From an optimization exercise on the open Yosys and OpenROAD flow, aimed at small area; shortcuts taken in it are not production practice. Where RTL was checked, it was by simulation tests only, not by an equivalence proof against the original. Power is estimated from default activity; no workload was simulated. The flow treats the clock pin as an ideal source, which a real chip does not have.

==> run a <==
==> flow/design.v <==
package adda_pkg;
    localparam int unsigned DATA_W_DEF = 8;     
    localparam int unsigned DEPTH_DEF  = 256;   
    typedef enum logic [1:0] {
        ST_IDLE    = 2'd0,
        ST_ARMED   = 2'd1,
        ST_CAPTURE = 2'd2,
        ST_READOUT = 2'd3
    } state_e;
endpackage
module adda_sdp_ram #(
    parameter int unsigned DATA_W = 8,
    parameter int unsigned ADDR_W = 8
) (
    input  logic              clk_i,
    input  logic              ins0_i,
    input  logic              ins1_i,
    input  logic [DATA_W-1:0] wdata_i,
    input  logic [ADDR_W-1:0] raddr_i,
    output logic [DATA_W-1:0] rdata_o,
    output logic [DATA_W-1:0] slot1_o
);
    localparam int unsigned SLOTS = 1 << ADDR_W;
    localparam int unsigned G1    = (SLOTS + 2) / 3;    
    logic [DATA_W-1:0] ring_q [SLOTS];
    always_ff @(posedge clk_i) begin
        ring_q[0] <= ins0_i ? wdata_i : ring_q[SLOTS-1];
        ring_q[1] <= ins1_i ? wdata_i : ring_q[0];
        for (int unsigned i = 2; i < SLOTS; i++) begin
            ring_q[i] <= ring_q[i-1];
        end
    end
    assign slot1_o = ring_q[1];
    logic [SLOTS-1:0] sel;
    always_comb begin
        for (int unsigned s = 0; s < SLOTS; s++) begin
            sel[s] = (raddr_i == ADDR_W'(s + 1));
        end
    end
    for (genvar b = 0; b < DATA_W; b++) begin : g_bit
        logic [3*G1-1:0] d;
        logic [3*G1-1:0] s;
        logic [G1-1:0]   t1_n;    
        always_comb begin
            d = '0;
            s = '0;
            for (int unsigned i = 0; i < SLOTS; i++) begin
                d[i] = ring_q[i][b];
                s[i] = sel[i];
            end
        end
        for (genvar g = 0; g < G1; g++) begin : g_l1
            if (3 * g + 2 < SLOTS) begin : g_3
                adda_aoi222 u_aoi (
                    .a0_i (s[3*g]),   .b0_i (d[3*g]),
                    .a1_i (s[3*g+1]), .b1_i (d[3*g+1]),
                    .a2_i (s[3*g+2]), .b2_i (d[3*g+2]),
                    .y_no (t1_n[g])
                );
            end else if (3 * g + 1 < SLOTS) begin : g_2
                adda_aoi22 u_aoi (
                    .a0_i (s[3*g]),   .b0_i (d[3*g]),
                    .a1_i (s[3*g+1]), .b1_i (d[3*g+1]),
                    .y_no (t1_n[g])
                );
            end else begin : g_1
                adda_nand2 u_nand (
                    .a_i  (s[3*g]),
                    .b_i  (d[3*g]),
                    .y_no (t1_n[g])
                );
            end
        end
        assign rdata_o[b] = ~&t1_n;
    end
endmodule
module adda_aoi222 (
    input  logic a0_i,
    input  logic b0_i,
    input  logic a1_i,
    input  logic b1_i,
    input  logic a2_i,
    input  logic b2_i,
    output logic y_no
);
    assign y_no = ~((a0_i & b0_i) | (a1_i & b1_i) | (a2_i & b2_i));
endmodule
module adda_aoi22 (
    input  logic a0_i,
    input  logic b0_i,
    input  logic a1_i,
    input  logic b1_i,
    output logic y_no
);
    assign y_no = ~((a0_i & b0_i) | (a1_i & b1_i));
endmodule
module adda_nand2 (
    input  logic a_i,
    input  logic b_i,
    output logic y_no
);
    assign y_no = ~(a_i & b_i);
endmodule
module adc_capture_buffer #(
    parameter int unsigned DATA_W = adda_pkg::DATA_W_DEF,
    parameter int unsigned DEPTH  = adda_pkg::DEPTH_DEF
) (
    input  logic              i_clk,
    input  logic              i_rst_n,
    output logic              o_adc_clk,
    input  logic [DATA_W-1:0] i_adc_data,
    input  logic              i_arm,
    input  logic              i_abort,
    input  logic [DATA_W-1:0] i_trig_level,
    input  logic              i_trig_falling,
    output logic              o_rd_valid,
    input  logic              i_rd_ready,
    output logic [DATA_W-1:0] o_rd_data,
    output logic              o_rd_last,
    output logic              o_busy,
    output logic              o_done
);
    localparam int unsigned AW = $clog2(DEPTH);
    localparam logic [AW:0] PTR_CAP_LAST = (AW+1)'(2 * (DEPTH - 1));
    localparam logic [AW-1:0] CNT_MID  = 8'h62;
    localparam logic [AW-1:0] CNT_LAST = 8'h80;
    adda_pkg::state_e  state_q,    state_d;
    logic              adc_clk_q;
    logic              rd_valid_q, rd_valid_d;
    logic              done_q,     done_d;
    logic [AW-1:0]     cnt_q,      cnt_d;
    logic [AW-1:0]     cnt_next;
    logic [AW:0]       rptr_q,     rptr_d;
    logic              strobe;
    logic              fire;
    logic              cnt_last;
    logic              trig_hit;
    logic              ins;
    logic              ins_hi;
    logic              rptr_down;
    logic              rptr_keep;
    logic [AW:0]       rptr_step;
    logic [DATA_W-1:0] prev;
    logic [DATA_W-1:0] ring_rdata;
    assign strobe   = adc_clk_q;
    assign fire     = rd_valid_q & i_rd_ready;
    assign cnt_last = (cnt_q == CNT_LAST);
    assign cnt_next = {cnt_q[AW-2:0],
                       cnt_q[7] ^ cnt_q[5] ^ cnt_q[4] ^ cnt_q[3] ^ (cnt_q[AW-2:0] == '0)};
    assign rptr_down = fire;
    assign rptr_keep = fire & (cnt_q == CNT_MID);
    always_comb begin
        logic [AW:0] flip;
        logic        run;
        run = ~rptr_keep;
        for (int unsigned i = 0; i <= AW; i++) begin
            flip[i] = run;
            run     = run & (rptr_q[i] ^ rptr_down);
        end
        rptr_step = rptr_q ^ flip;
    end
    function automatic logic less(input logic [DATA_W-1:0] a, input logic [DATA_W-1:0] b,
                                  input logic ci);
        less = ci;
        for (int unsigned i = 0; i < DATA_W; i++) begin
            less = (~a[i] & b[i]) | ((~a[i] | b[i]) & less);
        end
    endfunction
    assign trig_hit = (less(prev, i_trig_level, i_trig_falling) ^ i_trig_falling)
                   && (less(i_adc_data, i_trig_level, i_trig_falling) ^ ~i_trig_falling);
    always_ff @(posedge i_clk or negedge i_rst_n) begin
        if (!i_rst_n) begin
            state_q    <= adda_pkg::ST_IDLE;
            adc_clk_q  <= 1'b0;
            rd_valid_q <= 1'b0;
            done_q     <= 1'b0;
        end else begin
            state_q    <= state_d;
            adc_clk_q  <= ~adc_clk_q;
            rd_valid_q <= rd_valid_d;
            done_q     <= done_d;
        end
    end
    always_ff @(posedge i_clk) begin
        cnt_q  <= cnt_d;
        rptr_q <= rptr_d;
    end
    always_comb begin
        state_d    = state_q;
        cnt_d      = cnt_q;
        rptr_d     = rptr_step;
        rd_valid_d = 1'b0;
        done_d     = 1'b0;
        ins        = strobe;
        ins_hi     = 1'b0;
        unique case (state_q)
            adda_pkg::ST_IDLE: begin
                cnt_d = '0;
                if (i_arm) begin
                    state_d = adda_pkg::ST_ARMED;
                end
            end
            adda_pkg::ST_ARMED: begin
                rptr_d = (AW+1)'(1);
                if (strobe) begin
                    cnt_d = AW'(1);
                    if (cnt_q[0] && trig_hit) begin
                        state_d = adda_pkg::ST_CAPTURE;
                    end
                end
            end
            adda_pkg::ST_CAPTURE: begin
                cnt_d  = '0;
                ins_hi = rptr_q[AW];
                if (strobe && rptr_q == PTR_CAP_LAST) begin
                    state_d = adda_pkg::ST_READOUT;
                end
            end
            adda_pkg::ST_READOUT: begin
                ins        = 1'b0;
                rd_valid_d = 1'b1;
                if (fire) begin
                    cnt_d = cnt_next;
                    if (cnt_last) begin
                        rd_valid_d = 1'b0;
                        done_d     = 1'b1;
                        state_d    = adda_pkg::ST_IDLE;
                    end
                end
            end
            default: state_d = adda_pkg::ST_IDLE;
        endcase
        if (i_abort) begin
            state_d    = adda_pkg::ST_IDLE;
            rd_valid_d = 1'b0;
            done_d     = 1'b0;
        end
    end
    adda_sdp_ram #(
        .DATA_W (DATA_W),
        .ADDR_W (AW)
    ) u_ring (
        .clk_i   (i_clk),
        .ins0_i  (ins & ~ins_hi),
        .ins1_i  (ins & ins_hi),
        .wdata_i (i_adc_data),
        .raddr_i (rptr_q[AW-1:0]),
        .rdata_o (ring_rdata),
        .slot1_o (prev)
    );
    assign o_adc_clk  = adc_clk_q;
    assign o_rd_valid = rd_valid_q;
    assign o_rd_data  = rd_valid_q ? ring_rdata : '0;
    assign o_rd_last  = rd_valid_q & cnt_last;
    assign o_busy     = (state_q != adda_pkg::ST_IDLE);
    assign o_done     = done_q;
endmodule
==> flow/flow/run.sh <==
#!/bin/bash
# Layout flow: the standard ORFS flow (standard.sh), except that
#  - the port buffers that global placement inserts are sky130_fd_sc_hd__buf_1
#    instead of the buffer the resizer picks;
set -euo pipefail
export BUFFER_PORTS_ARGS="-buffer_cell sky130_fd_sc_hd__buf_1"
export CTS_ARGS="-sink_clustering_enable -repair_clock_nets -sink_clustering_size 28 -sink_clustering_max_diameter 100 -dont_use_dummy_load"
bash standard.sh "BUFFER_PORTS_ARGS=$BUFFER_PORTS_ARGS" "CTS_ARGS=$CTS_ARGS" finish > orfs_finish.log 2>&1
test -f out/final.def
==> flow/standard.sh <==
#!/bin/bash
# synth_recipe.tcl (not shown) runs the flow's synth.tcl, then flattens the netlist and writes it again
# the make line also repeats each setting of config.mk as NAME=value (left out here)
make -C /OpenROAD-flow-scripts/flow DESIGN_CONFIG=/design/flow/config.mk WORK_HOME=/design/flow/orfs CLKGATE_MAP_FILE= SYNTH_SCRIPT=/design/flow/synth_recipe.tcl "${@:-finish}"
==> flow/config.mk <==
export PLATFORM = sky130hd
export DESIGN_NAME = adc_capture_buffer
export DESIGN_NICKNAME = adc_capture_buffer
export VERILOG_FILES = /design/flow/design.v
export SDC_FILE = /design/flow/constraint.sdc
export NUM_CORES = 4
export LEC_CHECK = 0
export CAP_MARGIN = 20
export CORE_MARGIN = 2
export CORE_UTILIZATION = 60
export CTS_CLUSTER_DIAMETER = 100
export CTS_CLUSTER_SIZE = 28
export SLEW_MARGIN = 20
export SYNTH_HIERARCHICAL = 1
==> flow/constraint.sdc <==
create_clock -name core_clock -period 10.0 [get_ports {i_clk}]
set_input_delay 2.0000 -clock core_clock [delete_from_list [all_inputs] [get_ports {i_clk}]]
set_output_delay 2.0000 -clock core_clock [all_outputs]
set_load 0.01 [all_outputs]
==> inputs of run b, as changes to run a <==
==> flow/flow/run.sh (replaced) <==
#!/bin/bash
# Layout flow: the standard ORFS flow (standard.sh), except that
#  - the port buffers that global placement inserts are sky130_fd_sc_hd__buf_1
#    instead of the buffer the resizer picks;
set -euo pipefail
export BUFFER_PORTS_ARGS="-buffer_cell sky130_fd_sc_hd__buf_1"
export CTS_ARGS="-sink_clustering_enable -repair_clock_nets -sink_clustering_size 32 -sink_clustering_max_diameter 100 -dont_use_dummy_load"
bash standard.sh "BUFFER_PORTS_ARGS=$BUFFER_PORTS_ARGS" "CTS_ARGS=$CTS_ARGS" finish > orfs_finish.log 2>&1
test -f out/final.def
CORE_UTILIZATION = 52   (was 60)
CTS_CLUSTER_SIZE = 32   (was 28)
==> run summary <==
- The final core area utilization is 0.647.
- The internal power of the cells totals 0.0100 W.
- The fraction of final layout cells sized beyond drive strength 1 is 0.0395.
- The overall die width is 299 microns.
- The floorplan step defined a die boundary enclosing 89700 sq um.
- The power in combinational cells is 0.000647 W.
- In this run the most critical hold path is launched from u_ring.ring_q[50][4]$_DFF_P_.
- The run finished with no timing, DRC or antenna violations.
- The global routing usage on met3 is 0.0507.
- The first global-routing pass estimated 215 mm of wire.
[end of results for run a]
==> run summary <==
- Setup violations remaining at the end of the flow were counted as 0.
- The global routing usage on met3 is 0.0411.
- The die covers 103000 sq um.
- The simple-gate portion of the synthesized area is 0.0591.
- The die is 321 microns wide.
- In the final layout, the multi-input gates occupy 10600 sq um.
- The static leakage is 20.3 nW.
- Once layout is complete, the utilization of the core stands at 0.560.
- The global-route wire length before repair is 218 mm.
- The flow ran to the end and the layout has no timing, DRC or antenna violations.
- Detailed placement ended at an HPWL of 111 mm.
- The non-filler instance count after layout is 4888.
- The startpoint identified for the worst hold timing path is u_ring.ring_q[226][6]$_DFF_P_.
- Of the total synthesized cell area, the portion taken by full adders, half adders and majority gates is 0.00244.
- In the finished design the tool counted flip-flops and latches totalling 2070.
- Cell internal power was estimated by the tool at 0.00987 W.
- In the detailed route, the total length drawn on met3 is 12.5 mm.
- The master of the slowest instance on the critical path is sky130_fd_sc_hd__nand2_1.
- The biggest area consumer among cell classes is registers.
- The number of sinks on the clock net is 2070.
[end of results for run b]


==> 07-21: inputs <==
// adc_capture_buffer: RTL as listed in full above, without the edits since
Settings: LEC_CHECK=0, CAP_MARGIN=20, CORE_MARGIN=2, CORE_UTILIZATION=60, CTS_CLUSTER_DIAMETER=60, CTS_CLUSTER_SIZE=28, SLEW_MARGIN=20, SYNTH_HIERARCHICAL=1; clock period 10.0 ns.
standard.sh (not shown) runs the stock make flow with config.mk's settings and CLKGATE_MAP_FILE= SYNTH_SCRIPT=/design/flow/synth_recipe.tcl, a recipe that flattens the netlist after the stock synthesis.
==> flow/flow/run.sh <==
#!/bin/bash
# Layout flow: the standard ORFS flow (standard.sh), except that
#  - the port buffers that global placement inserts are sky130_fd_sc_hd__buf_1
#    instead of the buffer the resizer picks;
set -euo pipefail
export BUFFER_PORTS_ARGS="-buffer_cell sky130_fd_sc_hd__buf_1"
export CTS_ARGS="-sink_clustering_enable -repair_clock_nets -sink_clustering_size 28 -sink_clustering_max_diameter 60 -dont_use_dummy_load"
bash standard.sh "BUFFER_PORTS_ARGS=$BUFFER_PORTS_ARGS" "CTS_ARGS=$CTS_ARGS" finish > orfs_finish.log 2>&1
test -f out/final.def
==> 05-26 (differences from 07-21) <==
==> flow/flow/run.sh (replaced) <==
#!/bin/bash
# Layout flow: the standard ORFS flow (standard.sh), except that
#  - the port buffers that global placement inserts are sky130_fd_sc_hd__buf_1
#    instead of the buffer the resizer picks;
set -euo pipefail
export BUFFER_PORTS_ARGS="-buffer_cell sky130_fd_sc_hd__buf_1"
export CTS_ARGS="-sink_clustering_enable -repair_clock_nets -sink_clustering_size 32 -sink_clustering_max_diameter 100 -dont_use_dummy_load"
bash standard.sh "BUFFER_PORTS_ARGS=$BUFFER_PORTS_ARGS" "CTS_ARGS=$CTS_ARGS" finish > orfs_finish.log 2>&1
test -f out/final.def
- CAP_MARGIN: 20 -> 10
- CTS_CLUSTER_DIAMETER: 60 -> 100
- CTS_CLUSTER_SIZE: 28 -> 32
- GPL_TIMING_DRIVEN: default -> 0
- SLEW_MARGIN: 20 -> 10
==> 12-25 (differences from 07-21) <==
==> flow/flow/run.sh (replaced) <==
#!/bin/bash
# Layout flow: the standard ORFS flow (standard.sh), except that
#  - the port buffers that global placement inserts are sky130_fd_sc_hd__buf_1
#    instead of the buffer the resizer picks;
set -euo pipefail
export BUFFER_PORTS_ARGS="-buffer_cell sky130_fd_sc_hd__buf_1"
export CTS_ARGS="-sink_clustering_enable -repair_clock_nets -sink_clustering_size 30 -sink_clustering_max_diameter 100 -dont_use_dummy_load"
bash standard.sh "BUFFER_PORTS_ARGS=$BUFFER_PORTS_ARGS" "CTS_ARGS=$CTS_ARGS" finish > orfs_finish.log 2>&1
test -f out/final.def
- CTS_CLUSTER_DIAMETER: 60 -> 100
- CTS_CLUSTER_SIZE: 28 -> 30
==> 05-14 (differences from 07-21) <==
--- a/flow/design.v
+++ b/flow/design.v
@@ -160,13 +160,17 @@
         rptr_step = rptr_q ^ flip;
     end
-    function automatic logic less(input logic [DATA_W-1:0] a, input logic [DATA_W-1:0] b,
-                                  input logic ci);
-        less = ci;
+    function automatic logic less(input logic [DATA_W-1:0] a, input logic [DATA_W-1:0] b);
+        less = 1'b0;
         for (int unsigned i = 0; i < DATA_W; i++) begin
             less = (~a[i] & b[i]) | ((~a[i] | b[i]) & less);
         end
     endfunction
-    assign trig_hit = (less(prev, i_trig_level, i_trig_falling) ^ i_trig_falling)
-                   && (less(i_adc_data, i_trig_level, i_trig_falling) ^ ~i_trig_falling);
+    always_comb begin
+        if (i_trig_falling) begin
+            trig_hit = less(i_trig_level, prev) && !less(i_trig_level, i_adc_data);
+        end else begin
+            trig_hit = less(prev, i_trig_level) && !less(i_adc_data, i_trig_level);
+        end
+    end
     always_ff @(posedge i_clk or negedge i_rst_n) begin
         if (!i_rst_n) begin
==> flow/flow/run.sh (replaced) <==
#!/bin/bash
# Layout flow: the standard ORFS flow (standard.sh), except that the port
# buffers that global placement inserts are sky130_fd_sc_hd__buf_1 instead
# of the buffer the resizer picks. The make run's full output goes to
# orfs_finish.log in the work folder.
set -euo pipefail
export BUFFER_PORTS_ARGS="-buffer_cell sky130_fd_sc_hd__buf_1"
bash standard.sh "BUFFER_PORTS_ARGS=$BUFFER_PORTS_ARGS" finish > orfs_finish.log 2>&1
test -f out/final.def
- CTS_CLUSTER_DIAMETER: 60 -> 100
- CTS_CLUSTER_SIZE: 28 -> 25
==> results by group <==
Outcome
  • Outcome: timing/DRC/antenna clean

Pwr
  • Register share of total power: a little under two thirds

STA
  • Hold slack final: 0.340 ns
  • Fmax: 123 MHz
  • Final Worst Setup Slack: 1.86 ns

Clock tree
  • Inserted Clock Buffers: 93
  • Clk slew on worst S/H paths: 0.10 ns

Global routing
  • Initial antenna violation count: 4
  • Number of global-route vias before repair: 31.3k

Synthesis
  • Post-synthesis xor/xnor area fraction: 0.150%
  • Synth unique cells: 52
  • Mean area per synthesized cell: about 15 um2

Worst setup path
  • Worst reg2reg path depth: 6
  • FF-to-FF End: rptr_q[7]
  • R2r setup slk: 7.27 ns

Routing
  • Vias per inst: approximately 7
  • Via count: between 30k and 40k

Cells and area
  • Final Util: 65.2%
the above is filed under 05-14

==> results by group <==
Outcome
  • Outcome: timing/DRC/antenna clean

Pwr
  • Register share of total power: 65.9%

Synthesis
  • Synth unique cells: 53
  • Mean area per synthesized cell: 15.0 um2

STA
  • Fmax: 122 MHz
  • Final Worst Setup Slack: 1.82 ns
  • Hold slack final: 0.284 ns

Worst setup path
  • Worst reg2reg path depth: 7

Routing
  • Via count: 32.5k

Global routing
  • Number of global-route vias before repair: 31.5k
  • Initial antenna violation count: 7

Clock tree
  • Inserted Clock Buffers: 79
  • Clk slew on worst S/H paths: 0.11 ns
the above is filed under 12-25

==> results by group <==
STA
  • Final Worst Setup Slack: 1.26 ns
  • Fmax: ~110 MHz

Worst setup path
  • R2r setup slk: 7.54 ns
  • FF-to-FF End: state_q[1]

Routing
  • Vias per inst: roughly 6.8

Outcome
  • Outcome: timing/DRC/antenna clean

Synthesis
  • Post-synthesis xor/xnor area fraction: 0.184%

Pwr
  • Register share of total power: 66.1%

Cells and area
  • Final Util: between 60% and 70%

Global routing
  • Initial antenna violation count: 7
the above is filed under 05-26

==> results by group <==
Clock tree
  • Inserted Clock Buffers: 107
  • Clk slew on worst S/H paths: 0.10 ns

STA
  • Fmax: about 120 MHz
  • Hold slack final: 0.301 ns
  • Final Worst Setup Slack: 1.96 ns

Global routing
  • Initial antenna violation count: 6

Pwr
  • Register share of total power: 63.1%
  • Leading power group: registers

Worst setup path
  • Worst reg2reg path depth: 7
  • R2r setup slk: 7.30 ns

Routing
  • Via count: 32.7k
  • Vias per inst: a little under 7

Synthesis
  • Synth Area in Simple Gates: 5.91%
  • Synth unique cells: 53
  • Post-synthesis xor/xnor area fraction: 0.184%
  • Mean area per synthesized cell: approximately 15 um2

Outcome
  • Outcome: timing/DRC/antenna clean

Cells and area
  • Final Util: 65.4%
the above is filed under 07-21

For 05-14, only the layout was checked, not whether the RTL still works.

what the ideal ports hide:
The flow's constraints put no driver on any port. The routed layouts listed below were extracted and timed again, unchanged, in two steps.
Step 1 assumes that a clkbuf_16 drives the clock port and a buf_2 every other input.
Step 2 times the ports against the registers' clock, not the clock port: input delays grow and output delays shrink by t, the midpoint of the rising clock arrivals with the driver on.
a / b / c = ideal ports / drivers / drivers and shift; a / b = the first two.
run | t (ns) | slack for setup (ns) | hold slack, ns | worst setup path after step 2 | clock arrival spread, ns
run a | 0.726 | 1.960 / 1.892 / 2.617 | 0.327 / 0.327 / 0.327 | register to output | 0.063 / 0.063
run b | 0.744 | 1.837 / 1.762 / 2.506 | 0.319 / 0.319 / 0.319 | register to output | 0.044 / 0.044
07-21 | 0.748 | 1.960 / 1.894 / 2.642 | 0.301 / 0.301 / 0.301 | register to output | 0.078 / 0.078
05-26 | 0.715 | 1.261 / 1.199 / 1.914 | 0.326 / 0.326 / 0.326 | register to output | 0.060 / 0.060
12-25 | 0.706 | 1.816 / 1.748 / 2.454 | 0.284 / 0.284 / 0.284 | register to output | 0.066 / 0.066
05-14 | 0.742 | 1.857 / 1.790 / 2.531 | 0.340 / 0.340 / 0.340 | register to output | 0.029 / 0.029
After both steps setup and hold are still met in every run listed.
